This is an optimization exercise on Yosys and OpenROAD, whose aim is small area, a short achievable clock period and few clock cycles, not a production implementation. Only simulation tests tie the RTL to the original design; equivalence was not proved. No activity file was given, so power comes from the tool's default toggle rates.

Design vaddr_gen, start of the top module:
module vaddr_gen #(
  parameter int unsigned BusBytes = 8
) (
  input  logic               clk_i,
  input  logic               rst_ni,
  input  logic               req_valid_i,
  output logic               req_ready_o,
  input  vaddr_pkg::vop_e    req_op_i,
  input  vaddr_pkg::addr_t   req_addr_i,
  input  vaddr_pkg::vlen_t   req_len_i,
  input  vaddr_pkg::stride_t req_stride_i,
  input  vaddr_pkg::vew_e    req_vew_i,
  output logic               ack_o,
  output logic               ack_error_o,
  output logic               ar_valid_o,
  input  logic               ar_ready_i,
  output vaddr_pkg::addr_t   ar_addr_o,
  output logic [7:0]         ar_len_o,
  output logic [2:0]         ar_size_o,
  output logic               aw_valid_o,
  input  logic               aw_ready_i,
  output vaddr_pkg::addr_t   aw_addr_o,
  output logic [7:0]         aw_len_o,
  output logic [2:0]         aw_size_o,
  output logic               lsu_valid_o,
  input  logic               lsu_ready_i,
  output vaddr_pkg::addr_t   lsu_addr_o,
  output logic [7:0]         lsu_len_o,
  output logic [2:0]         lsu_size_o,
  output logic               lsu_is_load_o
);
  logic             w_valid_q;
  vaddr_pkg::addr_t w_a_q;
  logic [15:0]      w_r_q;
  vaddr_pkg::addr_t w_stride_q;
  logic [1:0]       w_vew_q;
  logic             w_load_q;
  logic             w_burst_q;
  logic take;
  logic in_misal;
  logic in_good;
  logic ready_q;
  assign req_ready_o = ready_q;
  assign take        = req_valid_i && !w_valid_q;
  assign in_misal = |(req_addr_i[2:0] & ((3'd1 << req_vew_i) - 3'd1));
  assign in_good  = !in_misal && (req_len_i != '0);
  logic ack_q;
  logic ack_err_q;
  always_ff @(posedge clk_i or negedge rst_ni) begin
    if (!rst_ni) begin
      ack_q <= 1'b0;
    end else begin
      ack_q <= take;
    end
  end
  always_ff @(posedge clk_i) begin
    ack_err_q <= in_misal;
  end
  assign ack_o       = ack_q;
  assign ack_error_o = ack_err_q;
  logic [11:0] room_bytes;
  logic [11:0] room_elems;
  logic [15:0] step;
  logic [10:0] tail_span;
  logic [7:0]  lim;
  logic        w_last;
  logic [7:0]  len_b;
  vaddr_pkg::addr_t stride_sum;
  vaddr_add32 u_add (.a(w_a_q), .b(w_stride_q), .s(stride_sum));
  ...
clock: 15.0 ns
lec_check: 0
cap_margin: 20
core_margin: 2
core_utilization: 30
slew_margin: 20
standard.sh (not shown) runs the stock make flow with config.mk's settings and CLKGATE_MAP_FILE= SYNTH_SCRIPT=/design/flow/synth_recipe.tcl, a recipe that flattens the netlist after the stock synthesis.
==> flow/flow/run.sh <==
#!/bin/bash
# The standard layout (standard.sh) with three changes to how it is made:
#  - timing repair aims at 10.5 ns of setup slack, so the achieved period is short;
#  - ports are buffered with buf_1 instead of the default delay buffer;
#  - the clock tree uses clkbuf_8 and no dummy loads.
# Everything else, the synthesis included, is the standard flow. The make output goes to
# flow_make.log; ORFS's own per-step logs stay under orfs/logs.
set -euo pipefail
bash standard.sh \
  SETUP_SLACK_MARGIN=10.5 \
  "BUFFER_PORTS_ARGS=-buffer_cell sky130_fd_sc_hd__buf_1" \
  "CTS_ARGS=-sink_clustering_enable -repair_clock_nets -buf_list sky130_fd_sc_hd__clkbuf_8 -root_buf sky130_fd_sc_hd__clkbuf_8 -dont_use_dummy_load" \
  finish > flow_make.log 2>&1
The starting point produced a clean layout.
Testbench counts at the start, summed over its fixed seeds: cycles 2,065.
Rerun with:
--- a/flow/config.mk
+++ b/flow/config.mk
@@ -10 +10,2 @@
-export CORE_UTILIZATION = 30
+export CORE_UTILIZATION = 40
+export PLACE_DENSITY = 0.7
What happened:
- setup slack gains 32 ps
- global-route usage grows by 3.2 points
- clock power is about the same
- total power shrinks by 0.64%
- wire length shrinks by 7.6%
- cell count shrinks by 8.5%
Rerun with:
--- a/flow/config.mk
+++ b/flow/config.mk
@@ -11 +11 @@
-export PLACE_DENSITY = 0.7
+export GPL_TIMING_DRIVEN = 0
Maximum frequency is lower by about 3.4%.
Via count is higher by 4.0%.
Cell area grows by about 4.6%.
Hold slack loses 11 ps.
Die area is unchanged.
Synthesized area does not change.
Routed wire length came out higher by about 8%.
Total power came out higher by about 4.5%.
Rerun with:
--- a/flow/flow/run.sh
+++ b/flow/flow/run.sh
@@ -3 +3 @@
-#  - timing repair aims at 10.5 ns of setup slack, so the achieved period is short;
+#  - timing repair aims at 10 ns of setup slack, so the achieved period is short;
@@ -10 +10 @@
-  SETUP_SLACK_MARGIN=10.5 \
+  SETUP_SLACK_MARGIN=10 \
--- a/flow/config.mk
+++ b/flow/config.mk
@@ -11 +10,0 @@
-export GPL_TIMING_DRIVEN = 0
=>
- register-to-register slack gets worse by 220 ps
- routed wire length drops by a little under a tenth
- clock power is lower slightly
Rerun with:
--- a/flow/flow/run.sh
+++ b/flow/flow/run.sh
@@ -3 +3 @@
-#  - timing repair aims at 10 ns of setup slack, so the achieved period is short;
+#  - timing repair aims at 11 ns of setup slack, so the achieved period is short;
@@ -10 +10 @@
-  SETUP_SLACK_MARGIN=10 \
+  SETUP_SLACK_MARGIN=11 \
=> The changed run finished with timing, DRC and antenna clean; synthesized cell count is unchanged; setup slack gets better by 690 ps; count of clock-buffer cells in the layout is unchanged; wire length came out higher by roughly a tenth; total power came out higher by about a fifth; final cell count came out higher by a few percent; non-clock buffer count came out higher by 67; first-iteration DRC count came out higher by about a fifth; die area stays the same.

== lane 5 ==
Starting RTL as in the previous note.
==> flow/config.mk <==
export PLATFORM = sky130hd
export DESIGN_NAME = vaddr_gen
export DESIGN_NICKNAME = vaddr_gen
export VERILOG_FILES = /design/flow/design.v
export SDC_FILE = /design/flow/constraint.sdc
export NUM_CORES = 4
export LEC_CHECK = 0
export CAP_MARGIN = 20
export CORE_MARGIN = 2
export CORE_UTILIZATION = 60
export SLEW_MARGIN = 20
==> flow/constraint.sdc <==
create_clock -name core_clock -period 15.0 [get_ports {clk_i}]
set_input_delay 3.0000 -clock core_clock [delete_from_list [all_inputs] [get_ports {clk_i}]]
set_output_delay 3.0000 -clock core_clock [all_outputs]
set_load 0.01 [all_outputs]
==> flow/flow/run.sh <==
#!/bin/bash
# The standard layout (standard.sh) with three changes to how it is made:
#  - timing repair aims at 10.5 ns of setup slack, so the achieved period is short;
#  - ports are buffered with buf_1 instead of the default delay buffer;
#  - the clock tree uses clkbuf_8 and no dummy loads.
# Everything else, the synthesis included, is the standard flow. The make output goes to
# flow_make.log; ORFS's own per-step logs stay under orfs/logs.
set -euo pipefail
bash standard.sh \
  SETUP_SLACK_MARGIN=10.5 \
  "BUFFER_PORTS_ARGS=-buffer_cell sky130_fd_sc_hd__buf_1" \
  "CTS_ARGS=-sink_clustering_enable -repair_clock_nets -buf_list sky130_fd_sc_hd__clkbuf_8 -root_buf sky130_fd_sc_hd__clkbuf_8 -dont_use_dummy_load" \
  finish > flow_make.log 2>&1
Testbench counts of lane 5, summed over its fixed seeds: cycles 2,065.
Inputs modified between lane 5 and lane 2:
- CORE_UTILIZATION now 40, was 60
Notes after the runs:
- Lane 2 | stages: all done | timing, DRC, antenna: all pass
- Lane 2 vs. lane 5: clock group total power went up by about 4%.
- In the flow results for lane 5 and lane 2, the leakage power total is larger on lane 5.
- Compared with lane 5, lane 2 improves setup slack after placement.
- Lane 2 does worse than lane 5 on worst setup slack.
- Lane 2 vs lane 5 — total power consumption of the routed design dropped by a few percent
- Against lane 5, lane 2 reports a final cell count that is higher.
- Min number of gates given a new drive strength after cts across lane 5 and lane 2: lane 2
- In lane 2, the met1 usage in global routing came out 12 points below the value in lane 5.
- Lane 2 vs. lane 5: final instance area closely matched the old numbers, tap cell count increased by 47% relative to the old numbers.

## afterwards: timing with drivers on the ports
The results above use ideal ports. As a check the final layouts listed here were re-extracted and re-timed, cells and wires unchanged. Step 1 sets driving cells, clkbuf_16 on the clock port and buf_2 on the other inputs (assumed; they add their load-dependent delay and slew). Step 2 also shifts input and output timing later by t, the mid clock arrival at the registers, as if the neighbouring blocks saw the same clock. a / b / c = ideal ports / drivers / drivers and shift; a / b = the first two.
run	t (ns)	slack for setup (ns)	worst data-port slew with drivers (ns)
the first run of note 1	0.506	10.496 / 10.516 / 10.010	0.08
the second run of note 1	0.500	10.529 / 10.547 / 10.047	0.06
the third run of note 1	0.504	10.371 / 10.392 / 9.889	0.09
the fourth run of note 1	0.496	10.182 / 10.201 / 9.705	0.06
the fifth run of note 1	0.494	10.870 / 10.827 / 10.427	0.07
lane 5	0.491	10.604 / 10.623 / 10.132	0.07
lane 2	0.489	10.522 / 10.543 / 10.054	0.07
After both steps setup and hold are still met in every run listed. The setup slack of the first run of note 1, which loses most, moves by +0.020 ns with the drivers and by -0.486 ns with both steps.
